Source: an optimization exercise on an open RTL-to-GDS flow (aim: small area). Production flows keep margins and buffers that such runs may drop.
In this exercise RTL edits were held to simulation tests only and were not proved equivalent to the original.
The flow treats the clock pin as an ideal source, which a real chip does not have.
Power and IR drop assume default switching activity.

**flow/design.v**
```verilog
package regfile_pkg;
  localparam int DEFAULT_DATA_W = 32;
  localparam int DEFAULT_ADDR_W = 5;
  localparam int REG_ZERO       = 0;
endpackage
module regfile_scoreboard
#(
  parameter int DEPTH = 32   
) (
  input  logic        clock,
  input  logic        set_en,
  input  logic [4:0]  set_addr,
  input  logic [31:1] keep,
  output logic [31:0] busy
);
  logic [31:1] busy_r;
  logic [31:1] busy_nxt;
  logic [3:0]  lo_n;
  logic [7:0]  hi_n;
  rf_predec #(.N(2)) u_lo (.en (1'b1),   .addr (set_addr[1:0]), .dec_n (lo_n));
  rf_predec #(.N(3)) u_hi (.en (set_en), .addr (set_addr[4:2]), .dec_n (hi_n));
  for (genvar i = 1; i < 32; i++) begin : g_reg
    logic set;
    rf_nor2 u_set (.a (lo_n[i%4]), .b (hi_n[i/4]), .y (set));
    rf_busy_next u_nxt (
      .q    (busy_r[i]),
      .keep (keep[i]),
      .set  (set),
      .d    (busy_nxt[i])
    );
  end
  always_ff @(posedge clock) begin
    busy_r <= busy_nxt;
  end
  assign busy = {busy_r, 1'b0};
endmodule
module rf_busy_next (
  input  logic q,
  input  logic keep,
  input  logic set,
  output logic d
);
  assign d = set | (q & keep);
endmodule
module regfile_sb
#(
  parameter int DATA_W = regfile_pkg::DEFAULT_DATA_W,   
  parameter int ADDR_W = regfile_pkg::DEFAULT_ADDR_W,   
  parameter int NREAD  = 2
) (
  input  logic                    clock,
  input  logic                    reset,
  input  logic                    we,
  input  logic [ADDR_W-1:0]       waddr,
  input  logic [DATA_W-1:0]       wdata,
  input  logic [NREAD*ADDR_W-1:0] raddr,
  output logic [NREAD*DATA_W-1:0] rdata,
  input  logic                    busy_set,
  input  logic [ADDR_W-1:0]       busy_addr,
  output logic [NREAD-1:0]        pending,
  output logic                    stall
);
  localparam int DEPTH = 2**ADDR_W;
  logic              phase_r;
  logic [DATA_W-1:0] mem_r   [DEPTH-1:1];
  logic [DATA_W-1:0] mem_nxt [DEPTH-1:1];
  logic [DEPTH-1:0]  busy_s;
  logic [DEPTH-1:1]  ld;
  logic [DEPTH-1:1]  ld_n;
  logic [DEPTH-1:1]  keep;
  logic [DATA_W-1:0] wbus;
  logic              wr_en;
  logic              set_en;
  assign wr_en = we & ~reset;
  rf_onehot_dec u_wdec (
    .en   (wr_en),
    .addr (waddr),
    .reset(reset),
    .ld   (ld),
    .ld_n (ld_n),
    .keep (keep)
  );
  for (genvar b = 0; b < DATA_W; b++) begin : g_wbus
    logic wbus_n;
    rf_xnor2 u_x   (.a (wdata[b]), .b (phase_r), .y (wbus_n));
    rf_inv   u_drv (.a (wbus_n), .y (wbus[b]));
  end
  always_ff @(posedge clock) begin
    phase_r <= ~(phase_r | reset);
  end
  for (genvar i = 1; i < DEPTH; i++) begin : g_word
    for (genvar b = 0; b < DATA_W; b++) begin : g_bit
      rf_bit_next u_nxt (
        .q    (mem_r[i][b]),
        .ld   (ld[i]),
        .ld_n (ld_n[i]),
        .wbus (wbus[b]),
        .d    (mem_nxt[i][b])
      );
    end
  end
  always_ff @(posedge clock) begin
    for (int i = 1; i < DEPTH; i++) begin
      mem_r[i] <= mem_nxt[i];
    end
  end
  assign set_en = busy_set & ~reset;
  regfile_scoreboard #(
    .DEPTH (DEPTH)
  ) u_scoreboard (
    .clock    (clock),
    .set_en   (set_en),
    .set_addr (busy_addr),
    .keep     (keep),
    .busy     (busy_s)
  );
  for (genvar p = 0; p < NREAD; p++) begin : g_port
    logic [DEPTH-1:1] sel;
    logic             flip;
    rf_read_dec u_dec (
      .addr  (raddr[p*ADDR_W +: ADDR_W]),
      .phase (phase_r),
      .sel   (sel),
      .flip  (flip)
    );
    for (genvar b = 0; b <= DATA_W; b++) begin : g_bit
      logic [DEPTH-1:1] col;
      logic             raw;
      for (genvar i = 1; i < DEPTH; i++) begin : g_col
        if (b < DATA_W) begin : g_d
          assign col[i] = mem_r[i][b];
        end else begin : g_p
          assign col[i] = busy_s[i];
        end
      end
      rf_read_bit u_rd (
        .sel (sel),
        .col (col),
        .out (raw)
      );
      if (b < DATA_W) begin : g_od
        rf_xor2 u_flip (.a (raw), .b (flip), .y (rdata[p*DATA_W + b]));
      end else begin : g_op
        assign pending[p] = raw;
      end
    end
  end
  assign stall = |pending;
endmodule
module rf_onehot_dec (
  input  logic        en,
  input  logic [4:0]  addr,
  input  logic        reset,
  output logic [31:1] ld,
  output logic [31:1] ld_n,
  output logic [31:1] keep
);
  logic [3:0] lo_n;
  logic [7:0] hi_n;
  rf_predec #(.N(2)) u_lo (.en (1'b1), .addr (addr[1:0]), .dec_n (lo_n));
  rf_predec #(.N(3)) u_hi (.en (en),   .addr (addr[4:2]), .dec_n (hi_n));
  for (genvar i = 1; i < 32; i++) begin : g_reg
    logic w;
    rf_nor2 u_w    (.a (lo_n[i%4]), .b (hi_n[i/4]), .y (w));
    rf_inv  u_ld_n (.a (w), .y (ld_n[i]));
    rf_nor2 u_keep (.a (w), .b (reset), .y (keep[i]));
    rf_inv  u_ld   (.a (keep[i]), .y (ld[i]));
  end
endmodule
module rf_read_dec (
  input  logic [4:0]  addr,
  input  logic        phase,
  output logic [31:1] sel,
  output logic        flip
);
  logic [3:0] lo;
  logic [7:0] hi;
  logic       flip_n;
  rf_predec_hi #(.N(2)) u_lo (.addr (addr[1:0]), .dec (lo));
  rf_predec_hi #(.N(3)) u_hi (.addr (addr[4:2]), .dec (hi));
  for (genvar i = 1; i < 32; i++) begin : g_reg
    logic s_n;
    rf_nand2 u_s   (.a ({lo[i%4], hi[i/4]}), .y (s_n));
    rf_inv   u_drv (.a (s_n), .y (sel[i]));
  end
  rf_flip u_flip (.addr (addr), .phase (phase), .flip_n (flip_n));
  rf_inv  u_fdrv (.a (flip_n), .y (flip));
endmodule
module rf_predec
#(
  parameter int N = 2
) (
  input  logic          en,
  input  logic [N-1:0]  addr,
  output logic [2**N-1:0] dec_n
);
  always_comb begin
    for (int k = 0; k < 2**N; k++) begin
      dec_n[k] = ~(en & (addr == N'(k)));
    end
  end
endmodule
module rf_predec_hi
#(
  parameter int N = 2
) (
  input  logic [N-1:0]    addr,
  output logic [2**N-1:0] dec
);
  always_comb begin
    for (int k = 0; k < 2**N; k++) begin
      dec[k] = (addr == N'(k));
    end
  end
endmodule
module rf_flip (
  input  logic [4:0] addr,
  input  logic       phase,
  output logic       flip_n
);
  assign flip_n = ~(phase & (|addr));
endmodule
module rf_bit_next (
  input  logic q,
  input  logic ld,
  input  logic ld_n,
  input  logic wbus,
  output logic d
);
  assign d = ~((q | ld) & (wbus | ld_n));
endmodule
module rf_read_bit (
  input  logic [31:1] sel,
  input  logic [31:1] col,
  output logic        out
);
  logic [10:0] grp_n;
  logic [2:0]  part;
  for (genvar g = 0; g < 10; g++) begin : g_grp
    rf_aoi3 u_aoi (
      .s   (sel[3*g+1 +: 3]),
      .d   (col[3*g+1 +: 3]),
      .y_n (grp_n[g])
    );
  end
  rf_nand2 u_lone (.a ({sel[31], col[31]}), .y (grp_n[10]));
  rf_nand4 u_p0 (.a (grp_n[3:0]), .y (part[0]));
  rf_nand4 u_p1 (.a (grp_n[7:4]), .y (part[1]));
  rf_nand3 u_p2 (.a (grp_n[10:8]), .y (part[2]));
  rf_or3   u_fin (.a (part), .y (out));
endmodule
module rf_aoi3 (
  input  logic [2:0] s,
  input  logic [2:0] d,
  output logic       y_n
);
  assign y_n = ~|(s & d);
endmodule
module rf_nand4 (
  input  logic [3:0] a,
  output logic       y
);
  assign y = ~&a;
endmodule
module rf_nand3 (
  input  logic [2:0] a,
  output logic       y
);
  assign y = ~&a;
endmodule
module rf_nand2 (
  input  logic [1:0] a,
  output logic       y
);
  assign y = ~&a;
endmodule
module rf_or3 (
  input  logic [2:0] a,
  output logic       y
);
  assign y = |a;
endmodule
module rf_nor2 (
  input  logic a,
  input  logic b,
  output logic y
);
  assign y = ~(a | b);
endmodule
module rf_xor2 (
  input  logic a,
  input  logic b,
  output logic y
);
  assign y = a ^ b;
endmodule
module rf_xnor2 (
  input  logic a,
  input  logic b,
  output logic y
);
  assign y = ~(a ^ b);
endmodule
module rf_inv (
  input  logic a,
  output logic y
);
  assign y = ~a;
endmodule
```
**flow/flow/run.sh**
```bash
#!/bin/bash
# Layout flow: the standard flow (standard.sh: unchanged synthesis,
# floorplan, power grid, placement, CTS and routing) with these changes:
#  - the input and output port buffers are the library's smallest buffer
#    (buf_1) rather than the delay buffer the resizer picks by default;
#  - timing-driven global placement does not keep its trial buffering
#    (GPL_KEEP_OVERFLOW=0); instead pre_resize.tcl sizes the inverters that
#    drive the wide-fanout nets before the usual repair_design;
#  - CTS builds the same clustered tree (24 sinks, 100 um) without dummy
#    loads;
#  - after CTS, post_cts.tcl downsizes cells on paths with timing slack.
# Runs in the standard flow's work folder; make's full output goes to standard_flow.log,
# and ORFS keeps each step's log under orfs/logs/.
set -euo pipefail
here=$(pwd)
bash standard.sh \
  "BUFFER_PORTS_ARGS=-buffer_cell sky130_fd_sc_hd__buf_1" \
  "GPL_KEEP_OVERFLOW=0" \
  "PRE_RESIZE_TCL=$here/flow/pre_resize.tcl" \
  "CTS_ARGS=-sink_clustering_enable -repair_clock_nets -sink_clustering_size 24 -sink_clustering_max_diameter 100 -dont_use_dummy_load" \
  "POST_CTS_TCL=$here/flow/post_cts.tcl" \
  finish > standard_flow.log 2>&1
test -s out/final.def
```
**flow/flow/post_cts.tcl**
```tcl
# Area recovery after CTS: downsize cells on paths with timing slack
# (repair_timing's power recovery), then legalize the placement again.
estimate_parasitics -placement
repair_timing -recover_power 100 -setup_margin 0.3 -verbose
detailed_placement
check_placement -verbose
estimate_parasitics -placement
report_design_area
```
**flow/flow/pre_resize.tcl**
```tcl
# Before repair_design: give the inverters that drive a wide fanout (the
# read selects, load enables and write bus) the drive they need, so the
# repair does not have to add buffers after them.
set n_up 0
foreach inst [get_cells -filter "ref_name==sky130_fd_sc_hd__inv_1"] {
  set out [get_pins -of_objects $inst -filter "direction==output"]
  set net [get_nets -of_objects $out]
  set fo [llength [get_pins -of_objects $net -filter "direction==input"]]
  if {$fo >= 8} {
    replace_cell $inst sky130_fd_sc_hd__inv_4
    incr n_up
  }
}
puts "pre_resize: upsized $n_up wide-fanout inverters"
```
**flow/standard.sh**
```bash
#!/bin/bash
# synth_recipe.tcl (not shown) runs the flow's synth.tcl, then flattens the netlist and writes it again
# the make line also repeats each setting of config.mk as NAME=value (left out here)
make -C /OpenROAD-flow-scripts/flow DESIGN_CONFIG=/design/flow/config.mk WORK_HOME=/design/flow/orfs CLKGATE_MAP_FILE= SYNTH_SCRIPT=/design/flow/synth_recipe.tcl "${@:-finish}"
```
**flow/config.mk**
```make
export PLATFORM = sky130hd
export DESIGN_NAME = regfile_sb
export DESIGN_NICKNAME = regfile_sb
export VERILOG_FILES = /design/flow/design.v
export SDC_FILE = /design/flow/constraint.sdc
export NUM_CORES = 8
export LEC_CHECK = 0
export CAP_MARGIN = 20
export CORE_MARGIN = 2
export CORE_UTILIZATION = 45
export CTS_CLUSTER_DIAMETER = 100
export CTS_CLUSTER_SIZE = 24
export SLEW_MARGIN = 20
export SYNTH_HIERARCHICAL = 1
export SYNTH_MINIMUM_KEEP_SIZE = 0
```
**flow/constraint.sdc**
```tcl
create_clock -name core_clock -period 7.0 [get_ports {clock}]
set_input_delay 1.4000 -clock core_clock [delete_from_list [all_inputs] [get_ports {clock}]]
set_output_delay 1.4000 -clock core_clock [all_outputs]
set_load 0.01 [all_outputs]
```
==> flow_metrics.env, run 1 <==
export IMPL_synth_avg_cell_area_um2=10.8
export IMPL_switchingPower_mw=3.31
export IMPL_crit_top_cell="buf_1"
export IMPL_p_comb_share_pct=14.0
export IMPL_drc_errors=0
export IMPL_p_leak_nw=15.0
export IMPL_gp_congestion=0.883
export IMPL_drv_slew=0
export IMPL_dp_slack_ns=1.47
export IMPL_final_nets=3770
export IMPL_vias=40200
export IMPL_syn_cell_area_um2=37800
export IMPL_avgViaCountPerCell=8.37
export IMPL_p_per_area_nw_per_um2=269
export IMPL_finalSetupViolCount=0
export IMPL_hold_viol_final=0
export IMPL_drive_gt1_share_pct=6.76
export IMPL_clkPwrFrac_pct=27.8
export IMPL_ir_drop_mv=0.181
export IMPL_tightestPinTransition_ns=0.864
export IMPL_whs_ns=0.472
export IMPL_firstDrtPassIters=14
export IMPL_antenna_found_initial=13
export IMPL_fin_crit_ns=5.67
export IMPL_worst_path_largest_cell_delay_ns=0.75
export IMPL_crit_slowest_cell="nor3b_1"
export IMPL_critical_path_arrival_ns=4.27
export IMPL_endpoint_kind="output pin"
export IMPL_r2r_cells=4
export IMPL_tns_ns=0
export IMPL_layout_commonest_cell="dfxtp_1"
export IMPL_clk_pin_slew_ns=0.10
export IMPL_p_sw_share_pct=29.2
export IMPL_rsz0062_at_grt="false"
export IMPL_hp_class="flip-flop to flip-flop"
export IMPL_seq_power_share_pct=58.2
export IMPL_p_int_mw=8.02
export IMPL_drt_wirelength_per_cell_um=39.2
export IMPL_grt_pass1_wl_mm=261
export IMPL_syn2layout_area_growth_pct=11.2
export IMPL_port_buffers=122
export IMPL_run_status="finished clean"
export IMPL_start_util_pct=45.4
export IMPL_layout_setup_ws_ns=1.33
export IMPL_core_area_um2=83400
export IMPL_critPathMaxFanout=33
export IMPL_dr_first_iter_drc_count=9251
export IMPL_skew_ns=0.0163
export IMPL_placedInstanceArea_um2=40100
export IMPL_cts_tree="yes"
export IMPL_pin_count=123
export IMPL_ys_warn_count=15
export IMPL_holdPathStages=1
export IMPL_fp_dieH_um=294
export IMPL_rows=106
export IMPL_die_w_um=294
export IMPL_path_class="primary input to output pin"
export IMPL_die_area_um2=86400
export IMPL_grt_ovfl_total=0
export IMPL_grt_max_degree=35
export IMPL_max_freq_mhz=176
export IMPL_clk_latency_ns=0.64
export IMPL_cts_sinks=1024
export IMPL_grt_util_all_layers_pct=41.3
export IMPL_cp_data_required_time_ns=5.60
export IMPL_max_slew_margin_rel_pct=42.3
export IMPL_ant_nets=0
export IMPL_fin_area_um2=42100
export IMPL_dp_hpwl_mm=97.1
export IMPL_cp_cell_sequence="buf_1 > nor3b_1 > nand2_1 > inv_4 > a222oi_1 > nand4_1 > or3_1 > xor2_1 > buf_1"
export IMPL_final_cell_mix="dfxtp_1, o22ai_1, a222oi_1"
export IMPL_synthCells=3506
export IMPL_cap_violations=0
export IMPL_grt_pass1_vias=37000
export IMPL_wl_mm=188
export IMPL_fin_crit_sh_pct=81.0
export IMPL_startpoint_type="primary input"
## critical path: cells and delay by family
kind | cells | cell delay (ns)
AOI/OAI and AO/OA | 1 | 0.21
xor gates and xnor gates | 1 | 0.18
buffers and inverters | 3 | 0.97
and+or+nand+nor | 4 | 1.50
## per-stage QoR
step                power [mW]  cells  utilization [%]
floorplan                 7.49   3512                -
global route              11.6   4795             50.4
detailed placement        8.16   4713             48.0
global placement          8.12   4712             47.5
finish                    11.3   4802             50.4
## sequential cells by signal (all words and copies together) (netlist names)
register and count:
mem_r 992, phase_r 1, u_scoreboard.busy_r 31
## power groups by stage
stage / Sequential, mW / Clock (mW) / Combinational [mW]
final: 6.60 / 3.15 / 1.58
after global routing: 6.65 / 3.33 / 1.62
after floorplan: 6.64 / 0 / 0.859
after global placement: 6.71 / 0 / 1.41
after detailed placement: 6.71 / 0 / 1.46
## layout make-up
type	count	area (um2)
Tap cell	1080	1350
Inverter	158	1030
Sequential cell	1024	20500
Timing Repair Buffer	154	1230
Clock buffer	48	1200
Antenna cell	10	25.0
Multi-Input combinational cell	2328	16800
Fill cell	7663	41300
## worst paths after layout
check / from / to / slack (ns)
worst max-delay path: raddr[9] / rdata[57] / 1.33
worst min-delay path: mem_r[31][5] / mem_r[31][5] / 0.47
worst max register to register: phase_r / mem_r[5][4] / 5.03
worst min register to register: mem_r[31][5] / mem_r[31][5] / 0.47
## metal layers
layer  vias to the layer above  part of all wire (%)  track usage [%]
met5                         -                  0.19             1.99
met4                        18                   8.0             29.6
met3                       858                    16             14.7
met2                      3743                    40             57.5
met1                     19500                    36             52.6
li1                      16100                     -                -
==> run 2, diff against run 1 <==
==> flow/flow/run.sh (replaced) <==
#!/bin/bash
# Layout flow: the standard flow (standard.sh: unchanged synthesis,
# floorplan, power grid, placement, CTS and routing) with these changes:
#  - the input and output port buffers are the library's smallest buffer
#    (buf_1) rather than the delay buffer the resizer picks by default;
#  - timing-driven global placement does not keep its trial buffering
#    (GPL_KEEP_OVERFLOW=0); instead pre_resize.tcl sizes the inverters that
#    drive the wide-fanout nets before the usual repair_design;
#  - CTS builds a clustered tree (26 sinks, 100 um) without dummy loads.
# Runs in the standard flow's work folder; make's full output goes to standard_flow.log,
# and ORFS keeps each step's log under orfs/logs/.
set -euo pipefail
here=$(pwd)
bash standard.sh \
  "BUFFER_PORTS_ARGS=-buffer_cell sky130_fd_sc_hd__buf_1" \
  "GPL_KEEP_OVERFLOW=0" \
  "PRE_RESIZE_TCL=$here/flow/pre_resize.tcl" \
  "CTS_ARGS=-sink_clustering_enable -repair_clock_nets -sink_clustering_size 26 -sink_clustering_max_diameter 100 -dont_use_dummy_load" \
  finish > standard_flow.log 2>&1
test -s out/final.def
removed: flow/flow/post_cts.tcl
==> run 2 against run 1 <==
Net effect: sequential power about the same; final cell count is 0.71% lower; still clean on timing, DRC and antenna; register-to-register slack got worse by 0.03 ns.
==> flow_metrics.env, run 2 <==
export IMPL_drv_slew=0
export IMPL_synth_avg_cell_area_um2=10.8
export IMPL_cp_data_required_time_ns=5.60
export IMPL_crit_slowest_cell="nor3b_1"
export IMPL_dp_hpwl_mm=97.1
export IMPL_path_class="primary input to output pin"
export IMPL_cts_resized=0
export IMPL_clkPwrFrac_pct=27.3
export IMPL_min_from="mem_r[29][28]"
export IMPL_clock_path_buffers=3
export IMPL_fp_dieH_um=294
export IMPL_cts_sinks=1024
export IMPL_cts_root_buffer="clkbuf_16"
export IMPL_firstDrtPassIters=13
export IMPL_postCtsSetupBuffers=0
export IMPL_gp_congestion=0.883
export IMPL_crit_start="raddr[9]"
export IMPL_final_nets=3736
export IMPL_grt_util_all_layers_pct=41.2
export IMPL_layout_setup_ws_ns=1.26
export IMPL_reg2reg_slack_ns=5.00
export IMPL_start_util_pct=45.4
export IMPL_run_status="finished clean"
export IMPL_fin_crit_ns=5.74
export IMPL_p_leak_nw=14.8
export IMPL_hold_viol_final=0
export IMPL_ys_warn_count=15
export IMPL_finalSetupViolCount=0
export IMPL_antenna_found_initial=13
export IMPL_p_comb_share_pct=13.7
export IMPL_r2r_cells=4
export IMPL_max_freq_mhz=174
export IMPL_startpoint_type="primary input"
export IMPL_wl_mm=188
export IMPL_fin_crit_sh_pct=82.0
export IMPL_synthCells=3506
export IMPL_tns_ns=0
export IMPL_largest_reg_flops=992
export IMPL_dr_first_iter_drc_count=9345
export IMPL_cap_violations=0
export IMPL_cp_num_buf_inv=3
export IMPL_die_w_um=294
export IMPL_clk_pin_slew_ns=0.06
export IMPL_cts_tree="yes"
export IMPL_grt_pass1_wl_mm=261
export IMPL_cp_cell_sequence="buf_1 > nor3b_1 > nand2_1 > inv_4 > a222oi_1 > nand4_1 > or3_1 > xor2_1 > buf_1"
export IMPL_cts_buffers=45
export IMPL_multi_input_area_um2=16800
export IMPL_dp_slack_ns=1.47
export IMPL_p_per_area_nw_per_um2=271
export IMPL_grt_pass1_vias=37000
export IMPL_clk_latency_ns=0.66
export IMPL_fill_cells=7762
export IMPL_drc_errors=0
export IMPL_skew_ns=0.0250
export IMPL_htree_levels=2
export IMPL_syn2layout_area_growth_pct=8.95
export IMPL_grt_max_degree=35
export IMPL_rows=106
export IMPL_final_cell_mix="dfxtp_1, o22ai_1, a222oi_1"
export IMPL_core_area_um2=83400
export IMPL_avgViaCountPerCell=8.41
export IMPL_grt_ovfl_total=0
export IMPL_r2r_end="mem_r[26][22]"
export IMPL_layout_commonest_cell="dfxtp_1"
export IMPL_drive_gt1_share_pct=5.93
export IMPL_cp_depth=9
export IMPL_critical_path_top_delay_family="simple AND/OR/NAND/NOR gates"
export IMPL_vias=40100
export IMPL_tightestPinTransition_ns=0.904
export IMPL_pin_count=123
export IMPL_critPathMaxFanout=33
export IMPL_r2r_start="phase_r"
export IMPL_drt_wirelength_per_cell_um=39.5
export IMPL_switchingPower_mw=3.27
export IMPL_rsz0062_at_grt="false"
export IMPL_crit_path_end="rdata[57]"
export IMPL_worst_path_largest_cell_delay_ns=0.78
export IMPL_hp_class="flip-flop to flip-flop"
export IMPL_p_sw_share_pct=29.3
export IMPL_seq_power_share_pct=59.0
export IMPL_port_buffers=122
export IMPL_ant_nets=0
export IMPL_endpoint_kind="output pin"
export IMPL_max_slew_margin_rel_pct=39.6
export IMPL_p_int_mw=7.90
export IMPL_syn_cell_area_um2=37800
export IMPL_critical_path_arrival_ns=4.34
export IMPL_ctsHoldBuffers=0
export IMPL_crit_top_cell="buf_1"
export IMPL_die_area_um2=86400
export IMPL_top_regs="mem_r: 992 flops, u_scoreboard.busy_r: 31 flops, phase_r: 1 flops"
export IMPL_final_seq_area_um2=20500
export IMPL_regMostFlops="mem_r"
export IMPL_ir_drop_mv=0.242
[run 2: changes by cell type in the layout (fill, tap and decap cells not counted), moves of 3 or more]
| cell | before | now |
|---|---|---|
| buf_12 | 15 | 1 |
| buf_16 | 17 | 0 |
| clkbuf_16 | 48 | 45 |
| clkinvlp_4 | 31 | 0 |
| inv_4 | 127 | 158 |
[run 2: metrics by stage]
step | instances | hold WS, ns | total power, mW | util [%] | instance area, um2
final | 4768 | 0.471 | 11.2 | 49.4 | 41200
after global routing | 4760 | 0.484 | 11.4 | 49.4 | 41200
after CTS | 4758 | 0.469 | 11.1 | 49.4 | 41200
after detailed placement | 4713 | 0.459 | 8.16 | 48.0 | 40100
after global placement | 4712 | 0.451 | 8.12 | 47.5 | 39700
after floorplan | 3512 | 0.442 | 7.49 | - | 37900
[run 2: layer usage]
layer,vias to the layer above,part of all wire [%],GRT usage [%]
met5,-,0.090,1.30
met2,3715,40,57.2
met4,8,8.1,29.7
met1,19500,36,52.4
li1,16000,-,-
met3,923,16,15.0
[run 2: worst min-delay path by stage]
| stage | end | slack [ns] | cells past startpoint |
|---|---|---|---|
| 6_report | mem_r[29][28] | 0.47 | 1 |
| 5_1_grt | mem_r[2][6] | 0.48 | 1 |
| 4_1_cts | mem_r[29][28] | 0.47 | 1 |
| 3_5_place_dp | mem_r[4][8] | 0.46 | 1 |
| 3_3_place_gp | mem_r[7][12] | 0.45 | 1 |
| 2_1_floorplan | mem_r[10][0] | 0.44 | 1 |
[run 2: layout make-up]
cell class                      instances  area share (%)
Sequential cell                      1024            49.7
Tap cell                             1080            3.28
Clock buffer                           45            2.73
Timing Repair Buffer                  123            1.16
Antenna cell                           10          0.0607
Multi-Input combinational cell       2328            40.6
Inverter                              158            2.40
[run 2: power groups by stage]
stage | clock network (mW) | logic (mW) | registers, mW
2_1_floorplan | 0 | 0.859 | 6.64
3_3_place_gp | 0 | 1.41 | 6.71
3_5_place_dp | 0 | 1.46 | 6.71
4_1_cts | 3.03 | 1.46 | 6.58
5_1_grt | 3.23 | 1.56 | 6.65
6_report | 3.05 | 1.53 | 6.60
==> run 3, diff against run 2 <==
--- a/flow/design.v
+++ b/flow/design.v
@@ -17,7 +17,7 @@
   logic [31:1] busy_nxt;
   logic [3:0]  lo_n;
   logic [7:0]  hi_n;
-  rf_predec #(.N(2)) u_lo (.en (1'b1),   .addr (set_addr[1:0]), .dec_n (lo_n));
+  rf_predec_lo #(.N(2)) u_lo (.addr (set_addr[1:0]), .dec_n (lo_n));
   rf_predec #(.N(3)) u_hi (.en (set_en), .addr (set_addr[4:2]), .dec_n (hi_n));
   for (genvar i = 1; i < 32; i++) begin : g_reg
     logic set;
@@ -157,7 +157,7 @@
 );
   logic [3:0] lo_n;
   logic [7:0] hi_n;
-  rf_predec #(.N(2)) u_lo (.en (1'b1), .addr (addr[1:0]), .dec_n (lo_n));
+  rf_predec_lo #(.N(2)) u_lo (.addr (addr[1:0]), .dec_n (lo_n));
   rf_predec #(.N(3)) u_hi (.en (en),   .addr (addr[4:2]), .dec_n (hi_n));
   for (genvar i = 1; i < 32; i++) begin : g_reg
     logic w;
@@ -200,6 +200,19 @@
     end
   end
 endmodule
+module rf_predec_lo
+#(
+  parameter int N = 2
+) (
+  input  logic [N-1:0]    addr,
+  output logic [2**N-1:0] dec_n
+);
+  always_comb begin
+    for (int k = 0; k < 2**N; k++) begin
+      dec_n[k] = (addr != N'(k));
+    end
+  end
+endmodule
 module rf_predec_hi
 #(
   parameter int N = 2
==> flow/flow/run.sh (replaced) <==
#!/bin/bash
# Layout flow: the standard flow (standard.sh: unchanged synthesis,
# floorplan, power grid, placement, CTS and routing) with these changes:
#  - the input and output port buffers are the library's smallest buffer
#    (buf_1) rather than the delay buffer the resizer picks by default;
#  - timing-driven global placement does not keep its trial buffering
#    (GPL_KEEP_OVERFLOW=0); instead pre_resize.tcl sizes the inverters (inv_2) that
#    drive the wide-fanout nets before the usual repair_design;
#  - CTS builds a clustered tree (24 sinks, 100 um) from buf_12 cells, which
#    drive about as well as clkbuf_16 in less area, and adds no dummy loads.
# Runs in the standard flow's work folder; make's full output goes to standard_flow.log,
# and ORFS keeps each step's log under orfs/logs/.
set -euo pipefail
here=$(pwd)
bash standard.sh \
  "BUFFER_PORTS_ARGS=-buffer_cell sky130_fd_sc_hd__buf_1" \
  "GPL_KEEP_OVERFLOW=0" \
  "PRE_RESIZE_TCL=$here/flow/pre_resize.tcl" \
  "CTS_ARGS=-sink_clustering_enable -repair_clock_nets -sink_clustering_size 24 -sink_clustering_max_diameter 100 -buf_list sky130_fd_sc_hd__buf_12 -dont_use_dummy_load" \
  finish > standard_flow.log 2>&1
test -s out/final.def
--- a/flow/flow/pre_resize.tcl
+++ b/flow/flow/pre_resize.tcl
@@ -7,7 +7,7 @@
   set net [get_nets -of_objects $out]
   set fo [llength [get_pins -of_objects $net -filter "direction==input"]]
   if {$fo >= 8} {
-    replace_cell $inst sky130_fd_sc_hd__inv_4
+    replace_cell $inst sky130_fd_sc_hd__inv_2
     incr n_up
   }
 }
--- a/flow/config.mk
+++ b/flow/config.mk
@@ -8,8 +8,6 @@
 export CAP_MARGIN = 20
 export CORE_MARGIN = 2
 export CORE_UTILIZATION = 45
-export CTS_CLUSTER_DIAMETER = 100
-export CTS_CLUSTER_SIZE = 24
 export SLEW_MARGIN = 20
 export SYNTH_HIERARCHICAL = 1
 export SYNTH_MINIMUM_KEEP_SIZE = 0
==> run 3 against run 2 <==
Net effect: sequential cell count stayed put; power barely moved; clock-buffer cell count increased by 3; core utilization fell by 0.70 points; combinational power about the same; area after synthesis hardly changed; worst hold slack improved by 0.0016 ns; clock skew increased by 0.0080 ns; wire length is 0.60% lower; critical path type unchanged; critical endpoint is now rdata[24]; largest cell class unchanged.
==> flow_metrics.env, run 3 <==
export IMPL_ant_nets=0
export IMPL_core_area_um2=83400
export IMPL_top_regs="mem_r: 992 flops, u_scoreboard.busy_r: 31 flops, phase_r: 1 flops"
export IMPL_final_cell_mix="dfxtp_1, o22ai_1, a222oi_1"
export IMPL_run_status="finished clean"
export IMPL_r2r_start="phase_r"
export IMPL_cts_tree="yes"
export IMPL_fin_crit_sh_pct=89.0
export IMPL_vias=40100
export IMPL_grt_pass1_vias=37500
export IMPL_p_leak_nw=14.7
export IMPL_largest_reg_flops=992
export IMPL_clk_latency_ns=0.59
export IMPL_skew_ns=0.0330
export IMPL_min_delay_worst_endpoint="mem_r[30][16]"
export IMPL_drv_slew=0
export IMPL_fp_dieH_um=294
export IMPL_r2r_cells=4
export IMPL_cap_violations=0
export IMPL_ctsHoldBuffers=0
export IMPL_die_area_um2=86400
export IMPL_tightestPinTransition_ns=1.31
export IMPL_r2r_end="mem_r[15][12]"
export IMPL_hold_viol_final=0
export IMPL_start_util_pct=45.3
export IMPL_finalSetupViolCount=0
export IMPL_cts_resized=0
export IMPL_firstDrtPassIters=13
export IMPL_max_freq_mhz=161
export IMPL_p_per_area_nw_per_um2=275
export IMPL_die_w_um=294
export IMPL_grt_ovfl_total=0
export IMPL_fin_crit_ns=6.23
export IMPL_syn_cell_area_um2=37800
export IMPL_cp_data_required_time_ns=5.60
export IMPL_grt_util_all_layers_pct=41.2
export IMPL_cts_sinks=1024
export IMPL_ys_warn_count=15
export IMPL_htree_levels=2
export IMPL_rsz0062_at_grt="false"
export IMPL_hp_class="flip-flop to flip-flop"
export IMPL_final_util_pct=48.7
export IMPL_port_buffers=122
export IMPL_dr_first_iter_drc_count=9727
export IMPL_fin_area_um2=40600
export IMPL_tns_ns=0
export IMPL_final_nets=3732
export IMPL_layout_commonest_cell="dfxtp_1"
export IMPL_drt_wirelength_per_cell_um=39.3
export IMPL_antenna_found_initial=15
export IMPL_fill_cells=7903
export IMPL_synthCells=3504
export IMPL_placedInstanceArea_um2=39600
export IMPL_path_class="primary input to output pin"
export IMPL_startpoint_type="primary input"
export IMPL_grt_max_degree=35
export IMPL_max_slew_margin_rel_pct=12.4
export IMPL_clock_path_buffers=3
export IMPL_dp_hpwl_mm=95.2
export IMPL_regMostFlops="mem_r"
export IMPL_drive_gt1_share_pct=6.04
export IMPL_syn2layout_area_growth_pct=7.46
export IMPL_gp_congestion=0.900
export IMPL_min_from="mem_r[30][16]"
export IMPL_ir_drop_mv=0.172
export IMPL_critPathMaxFanout=33
export IMPL_reg2reg_slack_ns=4.99
export IMPL_pin_count=123
export IMPL_cts_buffers=48
export IMPL_drc_errors=0
export IMPL_endpoint_kind="output pin"
export IMPL_cts_root_buffer="buf_12"
export IMPL_grt_pass1_wl_mm=261
export IMPL_postCtsSetupBuffers=0
export IMPL_holdPathStages=1
export IMPL_critical_path_arrival_ns=4.83
export IMPL_avgViaCountPerCell=8.42
export IMPL_synth_avg_cell_area_um2=10.8
export IMPL_rows=106
export IMPL_wl_mm=187
export IMPL_clk_pin_slew_ns=0.07
## run 3: changes by cell type in the layout (fill, tap and decap cells not counted), moves of 3 or more
cell	before	now
buf_12	1	50
clkbuf_16	45	0
conb_1	8	0
diode_2	10	7
inv_2	0	154
inv_4	158	2
nand2b_1	0	4
nand3b_1	4	0
## run 3: critical path, stage by stage
cell and delay (ns):
buf_1 0.24, and3b_2 0.27, nand2_1 0.09, clkinv_2 0.83
a222oi_1 0.68, nand4_1 0.39, or3_1 0.57, xor2_1 0.18
buf_1 0.16
## run 3: worst max path at each step
| stage | end | start | slack [ns] | depth (start not counted) |
|---|---|---|---|---|
| after floorplan | stall | raddr[5] | 2.47 | 7 |
| after global placement | rdata[36] | raddr[5] | 0.75 | 9 |
| after detailed placement | rdata[36] | raddr[5] | 1.42 | 9 |
| after CTS | rdata[36] | raddr[5] | 1.41 | 9 |
| after global routing | rdata[24] | raddr[3] | 0.84 | 9 |
| final | rdata[24] | raddr[4] | 0.77 | 9 |
## run 3: power by group
group / internal, mW / switching (mW)
clock: 1.07 / 1.95
combinational: 0.485 / 1.05
sequential: 6.28 / 0.344
## run 3: through the flow
stage	setup WS (ns)	hold WS (ns)	power (mW)	cells
2_1_floorplan	2.47	0.442	7.54	3504
4_1_cts	1.41	0.472	11.1	4753
3_5_place_dp	1.42	0.459	8.20	4705
5_1_grt	0.842	0.488	11.5	4759
3_3_place_gp	0.752	0.450	8.17	4704
6_report	0.772	0.472	11.2	4761
## run 3: cell type report
| cell class | count | area (um2) | area share (%) |
|---|---|---|---|
| timing repair buffer | 124 | 499 | 1.23 |
| multi-input combinational | 2320 | 16700 | 41.1 |
| sequential | 1024 | 20500 | 50.4 |
| inverter | 158 | 601 | 1.48 |
| tap | 1080 | 1350 | 3.32 |
| antenna | 7 | 17.5 | 0.0431 |
| clock buffer | 48 | 961 | 2.36 |
## run 3: metal layers
metal,track usage (%),up-vias,part of all wire [%]
li1,-,16000,-
met1,53.4,19500,36
met2,57.4,3820,40
met3,14.7,867,17
met4,27.1,12,7.5
met5,0.284,-,0.046
==> run 4, diff against run 3 <==
--- a/flow/design.v
+++ b/flow/design.v
@@ -133,14 +133,20 @@
           assign col[i] = busy_s[i];
         end
       end
-      rf_read_bit u_rd (
-        .sel (sel),
-        .col (col),
-        .out (raw)
-      );
       if (b < DATA_W) begin : g_od
-        rf_xor2 u_flip (.a (raw), .b (flip), .y (rdata[p*DATA_W + b]));
+        logic raw_n;
+        rf_read_bit_n u_rd (
+          .sel   (sel),
+          .col   (col),
+          .out_n (raw_n)
+        );
+        rf_xnor2 u_flip (.a (raw_n), .b (flip), .y (rdata[p*DATA_W + b]));
       end else begin : g_op
+        rf_read_bit u_rd (
+          .sel (sel),
+          .col (col),
+          .out (raw)
+        );
         assign pending[p] = raw;
       end
     end
@@ -262,6 +268,32 @@
   rf_nand3 u_p2 (.a (grp_n[10:8]), .y (part[2]));
   rf_or3   u_fin (.a (part), .y (out));
 endmodule
+module rf_read_bit_n (
+  input  logic [31:1] sel,
+  input  logic [31:1] col,
+  output logic        out_n
+);
+  logic [10:0] grp_n;
+  logic [2:0]  part;
+  for (genvar g = 0; g < 10; g++) begin : g_grp
+    rf_aoi3 u_aoi (
+      .s   (sel[3*g+1 +: 3]),
+      .d   (col[3*g+1 +: 3]),
+      .y_n (grp_n[g])
+    );
+  end
+  rf_nand2 u_lone (.a ({sel[31], col[31]}), .y (grp_n[10]));
+  rf_nand4 u_p0 (.a (grp_n[3:0]), .y (part[0]));
+  rf_nand4 u_p1 (.a (grp_n[7:4]), .y (part[1]));
+  rf_nand3 u_p2 (.a (grp_n[10:8]), .y (part[2]));
+  rf_nor3  u_fin (.a (part), .y (out_n));
+endmodule
+module rf_nor3 (
+  input  logic [2:0] a,
+  output logic       y
+);
+  assign y = ~|a;
+endmodule
 module rf_aoi3 (
   input  logic [2:0] s,
   input  logic [2:0] d,
--- a/flow/flow/run.sh
+++ b/flow/flow/run.sh
@@ -3,6 +3,8 @@
 # floorplan, power grid, placement, CTS and routing) with these changes:
 #  - the input and output port buffers are the library's smallest buffer
 #    (buf_1) rather than the delay buffer the resizer picks by default;
+#  - after floorplan, post_floorplan.tcl sets the read trees' last NOR3s to
+#    the single-strength nor3_1 (synthesis picks nor3_2);
 #  - timing-driven global placement does not keep its trial buffering
 #    (GPL_KEEP_OVERFLOW=0); instead pre_resize.tcl sizes the inverters (inv_2) that
 #    drive the wide-fanout nets before the usual repair_design;
@@ -14,6 +16,7 @@
 here=$(pwd)
 bash standard.sh \
   "BUFFER_PORTS_ARGS=-buffer_cell sky130_fd_sc_hd__buf_1" \
+  "POST_FLOORPLAN_TCL=$here/flow/post_floorplan.tcl" \
   "GPL_KEEP_OVERFLOW=0" \
   "PRE_RESIZE_TCL=$here/flow/pre_resize.tcl" \
   "CTS_ARGS=-sink_clustering_enable -repair_clock_nets -sink_clustering_size 24 -sink_clustering_max_diameter 100 -buf_list sky130_fd_sc_hd__buf_12 -dont_use_dummy_load" \
==> flow/flow/post_floorplan.tcl (new file) <==
# After floorplan: synthesis maps each lone NOR3 to the double-strength
# nor3_2; the NOR3s here each drive a single gate input, so use nor3_1.
# The placement repair that follows upsizes any that need more drive.
set n_dn 0
foreach inst [get_cells -filter "ref_name==sky130_fd_sc_hd__nor3_2"] {
  replace_cell $inst sky130_fd_sc_hd__nor3_1
  incr n_dn
}
puts "post_floorplan: downsized $n_dn nor3 cells"
==> run 4 against run 3 <==
Net effect: still clean; critical path depth did not move; non-clock buffer count fell by 2; core utilization fell by 0.22 points; combinational power barely moved; clock skew fell by 0.0072 ns; die area rose by 0.63%; critical path type unchanged; largest power group unchanged.
==> flow_metrics.env, run 4 <==
export IMPL_run_status="finished clean"
export IMPL_fin_crit_ns=6.33
export IMPL_p_leak_nw=14.2
export IMPL_ir_drop_mv=0.164
export IMPL_htree_levels=2
export IMPL_crit_top_cell="buf_1"
export IMPL_clk_latency_ns=0.62
export IMPL_skew_ns=0.0258
export IMPL_tightestPinTransition_ns=1.30
export IMPL_min_delay_worst_endpoint="mem_r[29][24]"
export IMPL_cts_resized=0
export IMPL_final_seq_area_um2=20500
export IMPL_r2r_start="phase_r"
export IMPL_grt_max_degree=36
export IMPL_cts_sinks=1024
export IMPL_reg2reg_slack_ns=4.92
export IMPL_synthCells=3504
export IMPL_fill_cells=7993
export IMPL_syn_cell_area_um2=38100
export IMPL_holdPathStages=1
export IMPL_die_w_um=295
export IMPL_clock_path_buffers=3
export IMPL_rows=106
export IMPL_final_nets=3730
export IMPL_crit_slowest_cell="inv_2"
export IMPL_grt_busiest_layer="met2"
export IMPL_cts_tree="yes"
export IMPL_final_cells=4812
export IMPL_dp_hpwl_mm=95.8
export IMPL_final_cell_mix="dfxtp_1, o22ai_1, a222oi_1"
export IMPL_dr_first_iter_drc_count=8284
export IMPL_core_area_um2=83700
export IMPL_max_slew_margin_rel_pct=13.5
export IMPL_cts_buffers=48
export IMPL_fp_dieH_um=295
export IMPL_min_from="mem_r[29][24]"
export IMPL_max_freq_mhz=158
export IMPL_cap_violations=0
export IMPL_path_class="primary input to output pin"
export IMPL_avgViaCountPerCell=8.23
export IMPL_largest_reg_flops=992
export IMPL_use_met2_pct=58.5
export IMPL_tns_ns=0
export IMPL_cts_root_buffer="buf_12"
export IMPL_ys_warn_count=15
export IMPL_cp_data_required_time_ns=5.60
export IMPL_antenna_found_initial=7
export IMPL_grt_pass1_wl_mm=260
export IMPL_hold_viol_final=0
export IMPL_globalRouteMet3Util_pct=15.1
export IMPL_drive_gt1_share_pct=5.99
export IMPL_r2r_cells=3
export IMPL_postCtsSetupBuffers=0
export IMPL_r2r_end="mem_r[28][12]"
export IMPL_drt_wirelength_per_cell_um=38.8
export IMPL_regMostFlops="mem_r"
export IMPL_wl_mm=187
export IMPL_start_util_pct=45.5
export IMPL_critical_path_arrival_ns=4.93
export IMPL_finalSetupViolCount=0
export IMPL_critPathMaxFanout=33
export IMPL_layout_commonest_cell="dfxtp_1"
export IMPL_grt_ovfl_total=0
export IMPL_cp_cell_sequence="buf_1 > nor2b_1 > nand2_1 > inv_2 > a222oi_1 > nand4_1 > nor3_1 > xnor2_1 > buf_1"
export IMPL_fin_crit_sh_pct=90.4
export IMPL_rsz0062_at_grt="false"
export IMPL_hp_class="flip-flop to flip-flop"
export IMPL_critical_path_top_delay_family="simple AND/OR/NAND/NOR gates"
export IMPL_endpoint_kind="output pin"
export IMPL_die_area_um2=86900
export IMPL_port_buffers=122
export IMPL_worst_path_largest_cell_delay_ns=0.94
export IMPL_place_inst=4758
export IMPL_firstDrtPassIters=15
export IMPL_top_regs="mem_r: 992 flops, u_scoreboard.busy_r: 31 flops, phase_r: 1 flops"
export IMPL_use_met1_pct=49.9
export IMPL_gp_congestion=0.934
export IMPL_ctsHoldBuffers=0
export IMPL_multi_input_area_um2=16600
export IMPL_grt_util_all_layers_pct=40.9
export IMPL_synth_avg_cell_area_um2=10.9
export IMPL_drc_errors=0
export IMPL_syn2layout_area_growth_pct=6.64
export IMPL_cp_num_buf_inv=3
export IMPL_vias=39600
export IMPL_drv_slew=0
export IMPL_pin_count=123
export IMPL_startpoint_type="primary input"
export IMPL_p_per_area_nw_per_um2=276
export IMPL_clk_pin_slew_ns=0.10
export IMPL_grt_pass1_vias=37300
export IMPL_ant_nets=0
[run 4: cell count changes in the layout (fill, tap and decap cells not counted), sizes merged]
cell / change
buf: -2
clkinv: -2
diode: -1
inv: +2
nor3: +64
or3: -64
xnor2: +64
xor2: -64
[run 4: worst reg2reg max path: stages (launching register included)]
cell	delay, ns
dfxtp_4	0.76
xnor2_1	0.38
inv_2	0.59
o22ai_1	0.20
[run 4: worst max-delay path by stage]
stage / slack [ns] / endpoint / from / cells after the start
5_1_grt: 0.72 / rdata[58] / raddr[5] / 9
4_1_cts: 1.10 / rdata[58] / raddr[5] / 9
6_report: 0.67 / rdata[58] / raddr[5] / 9
2_1_floorplan: 2.47 / stall / raddr[5] / 7
3_5_place_dp: 1.11 / rdata[58] / raddr[5] / 9
3_3_place_gp: 0.43 / rdata[58] / raddr[5] / 9
[run 4: final cells by class]
class | count | area share [%]
flip-flops and latches | 1024 | 50.5
well taps | 1134 | 3.50
repair buffers | 122 | 1.13
inverters | 158 | 1.47
clock buffers | 48 | 2.37
multi-input cells | 2320 | 41.0
diodes | 6 | 0.0370
[run 4: metal layers]
| metal | vias to the layer above | wire [um] |
|---|---|---|
| met5 | - | 102 |
| met3 | 897 | 28900 |
| met2 | 3550 | 76200 |
| met1 | 19200 | 65500 |
| li1 | 16000 | - |
| met4 | 8 | 16100 |
[run 4: report_power, final]
group          switching [mW]  internal (mW)  leakage [nW]  total, mW
sequential              0.349           6.28          8.58       6.63
combinational            1.06          0.495          5.13       1.55
clock                    1.94           1.07         0.451       3.01
total                    3.35           7.84          14.2       11.2
[run 4: per-stage QoR]
step                      power, mW  worst slack (ns)  area [um2]  hold WS [ns]  utilization (%)
after floorplan                7.59              2.47       38100         0.442                -
after global placement         8.19             0.429       39600         0.450             47.3
after detailed placement       8.22              1.11       39600         0.459             47.3
after CTS                      11.1              1.10       40600         0.474             48.5
after global routing           11.5             0.720       40600         0.485             48.5
final                          11.2             0.672       40600         0.472             48.5
==> run 5, diff against run 4 <==
--- a/flow/design.v
+++ b/flow/design.v
@@ -17,8 +17,8 @@
   logic [31:1] busy_nxt;
   logic [3:0]  lo_n;
   logic [7:0]  hi_n;
-  rf_predec_lo #(.N(2)) u_lo (.addr (set_addr[1:0]), .dec_n (lo_n));
-  rf_predec #(.N(3)) u_hi (.en (set_en), .addr (set_addr[4:2]), .dec_n (hi_n));
+  rf_predec_lo u_lo (.addr (set_addr[1:0]), .dec_n (lo_n));
+  rf_predec u_hi (.en (set_en), .addr (set_addr[4:2]), .dec_n (hi_n));
   for (genvar i = 1; i < 32; i++) begin : g_reg
     logic set;
     rf_nor2 u_set (.a (lo_n[i%4]), .b (hi_n[i/4]), .y (set));
@@ -163,8 +163,8 @@
 );
   logic [3:0] lo_n;
   logic [7:0] hi_n;
-  rf_predec_lo #(.N(2)) u_lo (.addr (addr[1:0]), .dec_n (lo_n));
-  rf_predec #(.N(3)) u_hi (.en (en),   .addr (addr[4:2]), .dec_n (hi_n));
+  rf_predec_lo u_lo (.addr (addr[1:0]), .dec_n (lo_n));
+  rf_predec u_hi (.en (en), .addr (addr[4:2]), .dec_n (hi_n));
   for (genvar i = 1; i < 32; i++) begin : g_reg
     logic w;
     rf_nor2 u_w    (.a (lo_n[i%4]), .b (hi_n[i/4]), .y (w));
@@ -182,62 +182,84 @@
   logic [3:0] lo;
   logic [7:0] hi;
   logic       flip_n;
-  rf_predec_hi #(.N(2)) u_lo (.addr (addr[1:0]), .dec (lo));
-  rf_predec_hi #(.N(3)) u_hi (.addr (addr[4:2]), .dec (hi));
+  rf_predec_hi2 u_lo (.addr (addr[1:0]), .dec (lo));
+  rf_predec_hi3 u_hi (.addr (addr[4:2]), .dec (hi));
   for (genvar i = 1; i < 32; i++) begin : g_reg
     logic s_n;
     rf_nand2 u_s   (.a ({lo[i%4], hi[i/4]}), .y (s_n));
     rf_inv   u_drv (.a (s_n), .y (sel[i]));
   end
-  rf_flip u_flip (.addr (addr), .phase (phase), .flip_n (flip_n));
-  rf_inv  u_fdrv (.a (flip_n), .y (flip));
-endmodule
-module rf_predec
-#(
-  parameter int N = 2
-) (
-  input  logic          en,
-  input  logic [N-1:0]  addr,
-  output logic [2**N-1:0] dec_n
-);
-  always_comb begin
-    for (int k = 0; k < 2**N; k++) begin
-      dec_n[k] = ~(en & (addr == N'(k)));
-    end
+  logic nz;
+  rf_nand2 u_nz   (.a ({lo[0], hi[0]}), .y (nz));
+  rf_nand2 u_flip (.a ({phase, nz}), .y (flip_n));
+  rf_inv   u_fdrv (.a (flip_n), .y (flip));
+endmodule
+module rf_predec (
+  input  logic       en,
+  input  logic [2:0] addr,
+  output logic [7:0] dec_n
+);
+  logic [2:0] addr_n;
+  for (genvar j = 0; j < 3; j++) begin : g_inv
+    rf_inv u_inv (.a (addr[j]), .y (addr_n[j]));
+  end
+  for (genvar k = 0; k < 8; k++) begin : g_out
+    rf_nand4 u_nand (
+      .a ({en,
+           k[2] ? addr[2] : addr_n[2],
+           k[1] ? addr[1] : addr_n[1],
+           k[0] ? addr[0] : addr_n[0]}),
+      .y (dec_n[k])
+    );
   end
 endmodule
-module rf_predec_lo
-#(
-  parameter int N = 2
-) (
-  input  logic [N-1:0]    addr,
-  output logic [2**N-1:0] dec_n
-);
-  always_comb begin
-    for (int k = 0; k < 2**N; k++) begin
-      dec_n[k] = (addr != N'(k));
-    end
+module rf_predec_lo (
+  input  logic [1:0] addr,
+  output logic [3:0] dec_n
+);
+  logic [1:0] addr_n;
+  for (genvar j = 0; j < 2; j++) begin : g_inv
+    rf_inv u_inv (.a (addr[j]), .y (addr_n[j]));
+  end
+  for (genvar k = 0; k < 4; k++) begin : g_out
+    rf_nand2 u_nand (
+      .a ({k[1] ? addr[1] : addr_n[1], k[0] ? addr[0] : addr_n[0]}),
+      .y (dec_n[k])
+    );
   end
 endmodule
-module rf_predec_hi
-#(
-  parameter int N = 2
-) (
-  input  logic [N-1:0]    addr,
-  output logic [2**N-1:0] dec
-);
-  always_comb begin
-    for (int k = 0; k < 2**N; k++) begin
-      dec[k] = (addr == N'(k));
-    end
+module rf_predec_hi2 (
+  input  logic [1:0] addr,
+  output logic [3:0] dec
+);
+  logic [1:0] addr_n;
+  for (genvar j = 0; j < 2; j++) begin : g_inv
+    rf_inv u_inv (.a (addr[j]), .y (addr_n[j]));
+  end
+  for (genvar k = 0; k < 4; k++) begin : g_out
+    rf_nor2 u_nor (
+      .a (k[1] ? addr_n[1] : addr[1]),
+      .b (k[0] ? addr_n[0] : addr[0]),
+      .y (dec[k])
+    );
   end
 endmodule
-module rf_flip (
-  input  logic [4:0] addr,
-  input  logic       phase,
-  output logic       flip_n
-);
-  assign flip_n = ~(phase & (|addr));
+module rf_predec_hi3 (
+  input  logic [2:0] addr,
+  output logic [7:0] dec
+);
+  logic [2:0] addr_n;
+  for (genvar j = 0; j < 3; j++) begin : g_inv
+    rf_inv u_inv (.a (addr[j]), .y (addr_n[j]));
+  end
+  for (genvar k = 0; k < 8; k++) begin : g_out
+    rf_nor3 u_nor (
+      .a ({k[2] ? addr_n[2] : addr[2],
+           k[1] ? addr_n[1] : addr[1],
+           k[0] ? addr_n[0] : addr[0]}),
+      .y (dec[k])
+    );
+  end
 endmodule
 module rf_bit_next (
   input  logic q,
==> run 5 against run 4 <==
Net effect: cell area down 0.13%; worst setup slack better by 0.39 ns; global-route usage is 0.74 points lower; wire length fell by 1.7%; synthesized cell count grew 0.57%; core utilization fell by 0.063 points.
==> flow_metrics.env, run 5 <==
export IMPL_run_status="finished clean"
export IMPL_final_nets=3752
export IMPL_drive_gt1_share_pct=5.68
export IMPL_gp_congestion=0.939
export IMPL_cts_sinks=1024
export IMPL_fin_crit_ns=5.94
export IMPL_r2r_cells=3
export IMPL_drc_errors=0
export IMPL_fill_cells=8023
export IMPL_worst_path_largest_cell_delay_ns=0.86
export IMPL_start_util_pct=45.5
export IMPL_core_area_um2=83700
export IMPL_cts_resized=0
export IMPL_syn2layout_area_growth_pct=6.49
export IMPL_final_seq_area_um2=20500
export IMPL_avgViaCountPerCell=8.22
export IMPL_tightestPinTransition_ns=1.27
export IMPL_finalSetupViolCount=0
export IMPL_drv_slew=0
export IMPL_die_w_um=295
export IMPL_layout_commonest_cell="dfxtp_1"
export IMPL_grt_pass1_vias=36900
export IMPL_cp_data_required_time_ns=5.60
export IMPL_final_cell_mix="dfxtp_1, o22ai_1, a222oi_1"
export IMPL_rsz0062_at_grt="false"
export IMPL_place_inst=4778
export IMPL_max_slew_margin_rel_pct=15.5
export IMPL_die_area_um2=86900
export IMPL_clk_latency_ns=0.59
export IMPL_ys_warn_count=11
export IMPL_dr_first_iter_drc_count=9254
export IMPL_p_per_area_nw_per_um2=276
export IMPL_path_class="primary input to output pin"
export IMPL_rows=106
export IMPL_syn_cell_area_um2=38100
export IMPL_cts_buffers=49
export IMPL_crit_top_cell="buf_1"
export IMPL_grt_ovfl_total=0
export IMPL_multi_input_area_um2=16500
export IMPL_grt_pass1_wl_mm=256
export IMPL_ctsHoldBuffers=0
export IMPL_synth_avg_cell_area_um2=10.8
export IMPL_cp_cell_sequence="buf_1 > nor2_1 > nand2_1 > inv_2 > a222oi_1 > nand4_1 > nor3_1 > xnor2_1 > buf_1"
export IMPL_fin_crit_sh_pct=84.8
export IMPL_htree_levels=2
export IMPL_hold_viol_final=0
export IMPL_largest_reg_flops=992
export IMPL_ant_nets=0
export IMPL_fp_dieH_um=295
export IMPL_regMostFlops="mem_r"
export IMPL_ir_drop_mv=0.190
export IMPL_grt_util_all_layers_pct=40.2
export IMPL_skew_ns=0.0312
export IMPL_hp_class="flip-flop to flip-flop"
export IMPL_synthCells=3524
export IMPL_cts_tree="yes"
export IMPL_wl_mm=184
export IMPL_startpoint_type="primary input"
export IMPL_max_freq_mhz=168
export IMPL_top_regs="mem_r: 992 flops, u_scoreboard.busy_r: 31 flops, phase_r: 1 flops"
export IMPL_p_leak_nw=14.2
export IMPL_postCtsSetupBuffers=0
export IMPL_holdPathStages=1
export IMPL_dp_hpwl_mm=95.5
export IMPL_clock_path_buffers=3
export IMPL_firstDrtPassIters=14
export IMPL_drt_wirelength_per_cell_um=38.0
export IMPL_cap_violations=0
export IMPL_cts_root_buffer="buf_12"
export IMPL_crit_slowest_cell="nor3_1"
export IMPL_critPathMaxFanout=33
export IMPL_final_cells=4833
export IMPL_endpoint_kind="output pin"
export IMPL_critical_path_arrival_ns=4.54
export IMPL_vias=39700
export IMPL_clk_pin_slew_ns=0.06
export IMPL_pin_count=123
export IMPL_tns_ns=0
export IMPL_antenna_found_initial=7
export IMPL_port_buffers=122
export IMPL_grt_max_degree=36
## run 5: worst paths after layout
kind / slack [ns] / end / start
max: 1.06 / rdata[18] / raddr[1]
min: 0.47 / mem_r[27][6] / mem_r[27][6]
max reg2reg: 4.90 / mem_r[1][22] / phase_r
min reg2reg: 0.47 / mem_r[27][6] / mem_r[27][6]
## run 5: report_power, final
group	leakage (nW)	internal (mW)	total (mW)	switching [mW]
logic	5.18	0.491	1.55	1.06
registers	8.58	6.28	6.63	0.349
clock network	0.460	1.09	3.01	1.92
total	14.2	7.86	11.2	3.33
## run 5: layout make-up
class                   count  area share, %
flip-flops and latches   1024           50.6
multi-input cells        2320           40.7
well taps                1134           3.50
repair buffers            123           1.15
clock buffers              49           2.42
diodes                      5         0.0309
inverters                 178           1.66
## run 5: stage by stage
step	worst slack, ns	total power, mW	hold WS, ns	cell area [um2]	utilization, %
3_5_place_dp	1.35	8.21	0.459	39500	47.2
5_1_grt	1.13	11.5	0.487	40500	48.4
4_1_cts	1.34	11.1	0.471	40500	48.4
2_1_floorplan	2.50	7.60	0.442	38100	-
6_report	1.06	11.2	0.471	40500	48.4
3_3_place_gp	0.779	8.19	0.451	39500	47.2
## run 5: metal layers
metal  global-route usage [%]  up-vias  wire length [um]
met5                     2.55        -               257
met2                     57.5     3627             75500
met3                     15.1      837             28800
met4                     27.7       10             14100
li1                         -    16000                 -
met1                     49.7    19200             65100
## run 5: critical path: cells and delay by family
family | cells | cell delay, ns
AND/OR/NAND/NOR | 4 | 1.63
buffers and inverters | 3 | 0.81
XOR/XNOR | 1 | 0.20
AO/OA/AOI/OAI | 1 | 0.47

[afterwards: timing with drivers on the ports]
In the flow no input, the clock included, has a driving cell. The finished layouts below were timed again as built, in two steps. Step 1, drivers: a clkbuf_16 drives clock and a buf_2 each remaining input, both assumed. Step 2 times the ports against the registers' clock, not the clock port: input delays grow and output delays shrink by t, the midpoint of the rising clock arrivals with the driver on. Three values: ideal, step 1, step 2; two values: the first two.
| run | t, ns | slack for setup (ns) | worst setup path at the end | clock arrival spread, ns |
|---|---|---|---|---|
| run 1 | 0.703 | 1.330 / 1.293 / 1.293 | input to output | 0.033 / 0.033 |
| run 2 | 0.712 | 1.263 / 1.225 / 1.225 | input to output | 0.040 / 0.040 |
| run 3 | 0.652 | 0.772 / 0.681 / 0.681 | input to output | 0.056 / 0.056 |
| run 4 | 0.662 | 0.672 / 0.650 / 0.650 | input to output | 0.047 / 0.046 |
| run 5 | 0.648 | 1.064 / 1.030 / 1.030 | input to output | 0.049 / 0.050 |
After both steps every run listed still meets setup and hold. For run 3, which loses most, drivers alone change the setup slack by -0.091 ns; drivers and shift together by -0.091 ns.
